From an optimization exercise on the open Yosys and OpenROAD flow, aimed at small area, a short achievable clock period and few clock cycles; shortcuts taken in it are not production practice. In this exercise RTL edits were held to simulation tests only and were not proved equivalent to the original. Power and IR drop assume default switching activity.

==> nickel <==
## l3_cache_top
module l3_cache_top (
  input  logic         clk,
  input  logic         reset,
  input  logic [3:0]   port_valid,
  input  logic [3:0]   port_write,
  input  logic [63:0]  port_addr,
  input  logic [127:0] port_wdata,
  output logic [3:0]   port_ready,
  output logic         rsp_valid,
  output logic [1:0]   rsp_port,
  output logic         rsp_write,
  output logic [31:0]  rsp_data,
  input  logic         rsp_ready,
  output logic         mem_req_valid,
  output logic         mem_req_write,
  output logic [15:0]  mem_req_addr,
  output logic [31:0]  mem_req_data,
  input  logic         mem_req_ready,
  input  logic         mem_rsp_valid,
  input  logic [31:0]  mem_rsp_data
);
==> module l3_rsp_queue, before the edit <==
module l3_rsp_queue (
  input  logic                               clk,
  input  logic                               reset,
  input  logic                               push,
  input  logic [l3_cache_pkg::PORT_W-1:0]    push_port,
  input  logic                               push_write,
  input  logic [l3_cache_pkg::DATA_W-1:0]    push_data,
  input  logic                               push_wait,
  input  logic [l3_cache_pkg::RID_W-1:0]     push_rid,
  input  logic                               mem_rsp_valid,
  input  logic [l3_cache_pkg::DATA_W-1:0]    mem_rsp_data,
  input  logic [l3_cache_pkg::RID_W-1:0]     ret_rid,
  output logic [l3_cache_pkg::RSP_CNT_W-1:0] count,
  output logic                               pop,
  output logic                               rsp_valid,
  output l3_cache_pkg::l3_rsp_t              rsp,
  input  logic                               rsp_ready
);
  localparam int PORT_W = l3_cache_pkg::PORT_W;
  localparam int DATA_W = l3_cache_pkg::DATA_W;
  localparam int RID_W  = l3_cache_pkg::RID_W;
  localparam int DEPTH  = l3_cache_pkg::RSP_DEPTH;
  localparam int CNT_W  = l3_cache_pkg::RSP_CNT_W;
  logic [DEPTH-1:0][PORT_W-1:0] port_q;
  logic [DEPTH-1:0]             write_q;
  logic [DEPTH-1:0][DATA_W-1:0] data_q;
  logic [DEPTH-1:0]             wait_q;
  logic [DEPTH-1:0][RID_W-1:0]  rid_q;
  logic [CNT_W-1:0]             count_q;
  logic                         valid_q;   
  logic [DEPTH-1:0] cap;      
  logic [DEPTH-1:0] load;     
  logic [DEPTH-1:0] wait_d;
  logic [CNT_W-1:0] wr_pos;
  logic [CNT_W-1:0] count_d;
  assign count     = count_q;
  assign rsp_valid = valid_q;
  assign rsp.port  = port_q[0];
  assign rsp.write = write_q[0];
  assign rsp.data  = data_q[0];
  assign pop       = valid_q && rsp_ready;
  assign wr_pos    = pop ? count_q - 1'b1 : count_q;
  always_comb begin
    for (int i = 0; i < DEPTH; i++) begin
      cap[i]  = mem_rsp_valid && wait_q[i] && (rid_q[i] == ret_rid);
      load[i] = push && (wr_pos == CNT_W'(i));
    end
  end
  always_comb begin
    count_d = count_q;
    if (push && !pop) begin
      count_d = count_q + 1'b1;
    end else if (pop && !push) begin
      count_d = count_q - 1'b1;
    end
    for (int i = 0; i < DEPTH; i++) begin
      if (load[i]) begin
        wait_d[i] = push_wait;
      end else if (pop) begin
        wait_d[i] = (i < DEPTH - 1) ? (wait_q[i+1] && !cap[i+1]) : wait_q[i];
      end else begin
        wait_d[i] = wait_q[i] && !cap[i];
      end
    end
  end
  always_ff @(posedge clk or posedge reset) begin
    if (reset) begin
      count_q <= '0;
      valid_q <= 1'b0;
    end else begin
      count_q <= count_d;
      valid_q <= (count_d != '0) && !wait_d[0];
    end
  end
  always_ff @(posedge clk) begin
    wait_q <= wait_d;
    for (int i = 0; i < DEPTH; i++) begin
      if (load[i]) begin
        port_q[i]  <= push_port;
        write_q[i] <= push_write;
        data_q[i]  <= push_data;
        rid_q[i]   <= push_rid;
      end else if (pop) begin
        if (i < DEPTH - 1) begin
          port_q[i]  <= port_q[i+1];
          write_q[i] <= write_q[i+1];
          data_q[i]  <= cap[i+1] ? mem_rsp_data : data_q[i+1];
          rid_q[i]   <= rid_q[i+1];
        end
      end else if (cap[i]) begin
        data_q[i] <= mem_rsp_data;
      end
    end
  end
endmodule
==> flow/config.mk <==
export PLATFORM = sky130hd
export DESIGN_NAME = l3_cache_top
export DESIGN_NICKNAME = l3_cache_top
export VERILOG_FILES = /design/flow/design.v
export SDC_FILE = /design/flow/constraint.sdc
export NUM_CORES = 4
export LEC_CHECK = 0
export CAP_MARGIN = 20
export CORE_MARGIN = 2
export CORE_UTILIZATION = 50
export SETUP_SLACK_MARGIN = 3.1
export SLEW_MARGIN = 20
==> flow/constraint.sdc <==
create_clock -name core_clock -period 6.0 [get_ports {clk}]
set_input_delay 1.2000 -clock core_clock [delete_from_list [all_inputs] [get_ports {clk}]]
set_output_delay 1.2000 -clock core_clock [all_outputs]
set_load 0.01 [all_outputs]
run.sh (not shown) runs the stock make flow with config.mk's settings and CLKGATE_MAP_FILE= SYNTH_SCRIPT=/design/flow/synth_recipe.tcl, a recipe that flattens the netlist after the stock synthesis.
==> raven: changes against nickel <==
--- a/flow/design.v
+++ b/flow/design.v
@@ -11,6 +11,7 @@
   localparam int RSP_DEPTH = 12;  
   localparam int MEM_DEPTH = 4;   
   localparam int RSP_CNT_W = 4;   
+  localparam int RSP_PTR_W = 4;   
   localparam int MEM_CNT_W = 3;   
   localparam int RID_W     = 4;   
   localparam int RD_LIMIT  = 15;  
@@ -423,74 +424,134 @@
   localparam int RID_W  = l3_cache_pkg::RID_W;
   localparam int DEPTH  = l3_cache_pkg::RSP_DEPTH;
   localparam int CNT_W  = l3_cache_pkg::RSP_CNT_W;
-  logic [DEPTH-1:0][PORT_W-1:0] port_q;
-  logic [DEPTH-1:0]             write_q;
-  logic [DEPTH-1:0][DATA_W-1:0] data_q;
-  logic [DEPTH-1:0]             wait_q;
-  logic [DEPTH-1:0][RID_W-1:0]  rid_q;
-  logic [CNT_W-1:0]             count_q;
-  logic                         valid_q;   
-  logic [DEPTH-1:0] cap;      
-  logic [DEPTH-1:0] load;     
-  logic [DEPTH-1:0] wait_d;
-  logic [CNT_W-1:0] wr_pos;
-  logic [CNT_W-1:0] count_d;
+  localparam int RING   = DEPTH - 1;   
+  localparam int PTR_W  = l3_cache_pkg::RSP_PTR_W;
+  logic              h_v_q;
+  logic [PORT_W-1:0] h_port_q;
+  logic              h_write_q;
+  logic [DATA_W-1:0] h_data_q;
+  logic              h_wait_q;
+  logic [RID_W-1:0]  h_rid_q;
+  logic              valid_q;    
+  logic [RING-1:0][PORT_W-1:0] port_q;
+  logic [RING-1:0]             write_q;
+  logic [RING-1:0][DATA_W-1:0] data_q;
+  logic [RING-1:0]             wait_q;
+  logic [RING-1:0][RID_W-1:0]  rid_q;
+  logic [PTR_W-1:0]            rd_q;
+  logic [PTR_W-1:0]            wr_q;
+  logic [CNT_W-1:0]            n_q;       
+  logic [CNT_W-1:0]            count_q;   
+  logic              h_cap;
+  logic [RING-1:0]   cap;
+  logic [RING-1:0]   load;
+  logic              h_take;    
+  logic              from_ring;
+  logic              to_ring;
+  logic [PORT_W-1:0] r_port;
+  logic              r_write;
+  logic [DATA_W-1:0] r_data;
+  logic              r_wait;
+  logic [RID_W-1:0]  r_rid;
+  logic              h_v_d;
+  logic              h_wait_d;
   assign count     = count_q;
   assign rsp_valid = valid_q;
-  assign rsp.port  = port_q[0];
-  assign rsp.write = write_q[0];
-  assign rsp.data  = data_q[0];
+  assign rsp.port  = h_port_q;
+  assign rsp.write = h_write_q;
+  assign rsp.data  = h_data_q;
   assign pop       = valid_q && rsp_ready;
-  assign wr_pos    = pop ? count_q - 1'b1 : count_q;
+  assign h_take    = !h_v_q || pop;
+  assign from_ring = h_take && (n_q != '0);
+  assign to_ring   = push && !(h_take && (n_q == '0));
+  assign h_cap = mem_rsp_valid && h_wait_q && (h_rid_q == ret_rid);
   always_comb begin
-    for (int i = 0; i < DEPTH; i++) begin
+    for (int i = 0; i < RING; i++) begin
       cap[i]  = mem_rsp_valid && wait_q[i] && (rid_q[i] == ret_rid);
-      load[i] = push && (wr_pos == CNT_W'(i));
+      load[i] = to_ring && (wr_q == PTR_W'(i));
     end
   end
   always_comb begin
-    count_d = count_q;
-    if (push && !pop) begin
-      count_d = count_q + 1'b1;
-    end else if (pop && !push) begin
-      count_d = count_q - 1'b1;
-    end
-    for (int i = 0; i < DEPTH; i++) begin
-      if (load[i]) begin
-        wait_d[i] = push_wait;
-      end else if (pop) begin
-        wait_d[i] = (i < DEPTH - 1) ? (wait_q[i+1] && !cap[i+1]) : wait_q[i];
-      end else begin
-        wait_d[i] = wait_q[i] && !cap[i];
+    r_port  = '0;
+    r_write = 1'b0;
+    r_data  = '0;
+    r_wait  = 1'b0;
+    r_rid   = '0;
+    for (int i = 0; i < RING; i++) begin
+      if (rd_q == PTR_W'(i)) begin
+        r_port  = port_q[i];
+        r_write = write_q[i];
+        r_data  = cap[i] ? mem_rsp_data : data_q[i];
+        r_wait  = wait_q[i] && !cap[i];
+        r_rid   = rid_q[i];
       end
     end
   end
+  always_comb begin
+    if (h_take) begin
+      h_v_d    = (n_q != '0) || push;
+      h_wait_d = (n_q != '0) ? r_wait : push_wait;
+    end else begin
+      h_v_d    = 1'b1;
+      h_wait_d = h_wait_q && !h_cap;
+    end
+  end
   always_ff @(posedge clk or posedge reset) begin
     if (reset) begin
-      count_q <= '0;
+      h_v_q   <= 1'b0;
       valid_q <= 1'b0;
+      rd_q    <= '0;
+      wr_q    <= '0;
+      n_q     <= '0;
+      count_q <= '0;
     end else begin
-      count_q <= count_d;
-      valid_q <= (count_d != '0) && !wait_d[0];
+      h_v_q   <= h_v_d;
+      valid_q <= h_v_d && !h_wait_d;
+      if (from_ring) begin
+        rd_q <= (rd_q == PTR_W'(RING - 1)) ? '0 : rd_q + 1'b1;
+      end
+      if (to_ring) begin
+        wr_q <= (wr_q == PTR_W'(RING - 1)) ? '0 : wr_q + 1'b1;
+      end
+      if (to_ring && !from_ring) begin
+        n_q <= n_q + 1'b1;
+      end else if (from_ring && !to_ring) begin
+        n_q <= n_q - 1'b1;
+      end
+      if (push && !pop) begin
+        count_q <= count_q + 1'b1;
+      end else if (pop && !push) begin
+        count_q <= count_q - 1'b1;
+      end
     end
   end
   always_ff @(posedge clk) begin
-    wait_q <= wait_d;
-    for (int i = 0; i < DEPTH; i++) begin
+    h_wait_q <= h_wait_d;
+    if (h_take) begin
+      if (n_q != '0) begin
+        h_port_q  <= r_port;
+        h_write_q <= r_write;
+        h_data_q  <= r_data;
+        h_rid_q   <= r_rid;
+      end else begin
+        h_port_q  <= push_port;
+        h_write_q <= push_write;
+        h_data_q  <= push_data;
+        h_rid_q   <= push_rid;
+      end
+    end else if (h_cap) begin
+      h_data_q <= mem_rsp_data;
+    end
+    for (int i = 0; i < RING; i++) begin
       if (load[i]) begin
         port_q[i]  <= push_port;
         write_q[i] <= push_write;
         data_q[i]  <= push_data;
+        wait_q[i]  <= push_wait;
         rid_q[i]   <= push_rid;
-      end else if (pop) begin
-        if (i < DEPTH - 1) begin
-          port_q[i]  <= port_q[i+1];
-          write_q[i] <= write_q[i+1];
-          data_q[i]  <= cap[i+1] ? mem_rsp_data : data_q[i+1];
-          rid_q[i]   <= rid_q[i+1];
-        end
       end else if (cap[i]) begin
         data_q[i] <= mem_rsp_data;
+        wait_q[i] <= 1'b0;
       end
     end
   end
- CORE_UTILIZATION: 50 -> 60
- CTS_CLUSTER_DIAMETER: not set -> 60
- CTS_CLUSTER_SIZE: not set -> 20
- SETUP_SLACK_MARGIN: 3.1 -> 3.4
==> qor summary <==
item                                                                                 raven                   nickel
Final non-filler cell total                                                           9124                     9410
Met1 routed wirelength after detailed routing                                    111400 um                117600 um
Sequential cell count                                                                 1683                     1670
Average instance area after synthesis                                            11.92 um2                11.42 um2
Area taken by flip-flops and latches                                           0.04580 mm2              0.04567 mm2
Part of the total power dissipated in the clock network                              19.0%                    24.1%
Compound-gate portion of the synthesized area                                       11.24%                   14.16%
Worst path max stage delay                                                         0.59 ns                  0.50 ns
Maximum number of pins on one net before global-route repair                            70                       89
Outcome                                                            complete, no violations  complete, no violations
Summed area of non-filler cells in the final layout                             0.1000 mm2              0.09411 mm2
Pwr dens                                                                      498.0 mW/mm2             463.6 mW/mm2
Fraction of registers with async set or reset after synthesis                       5.407%                   4.671%
Number of antenna violations at the first check in global routing                       20                       13
Area overhead of the layout relative to synthesis                                   23.60%                   18.12%
Tap cell count                                                                        1768                     2072
Buffer count from post-CTS setup fixing                                                257                       93
Overall die width                                                                 371.3 um                 403.2 um
Testbench counts of nickel, summed over its fixed seeds: cycles 2,359.
Testbench counts of raven, summed over its fixed seeds: cycles 2,359.

-- port drivers added, routing unchanged --
Ports are ideal in the flow. The routed layouts listed here were re-timed in OpenROAD.
Step 1 assumes that a clkbuf_16 drives the clock port and a buf_2 every other input.
Step 2, shift: input delay + t, output delay - t, t = (earliest + latest rising clock arrival at the registers) / 2. This alone moves slack from input paths to output paths.
a / b / c = ideal ports / drivers / drivers and shift; a / b = the first two.
| run | t (ns) | setup slack, ns | hold slack, ns | worst setup path at the end | worst slew at a driven data input, ns |
|---|---|---|---|---|---|
| nickel | 0.909 | 3.058 / 3.017 / 2.236 | 0.473 / 0.473 / 0.473 | input to register | 0.11 |
| raven | 0.865 | 2.660 / 2.660 / 1.976 | 0.473 / 0.473 / 0.473 | input to register | 0.12 |
After both steps every run listed still meets setup and hold. For nickel, which loses most, drivers alone change the setup slack by -0.041 ns; drivers and shift together by -0.822 ns.
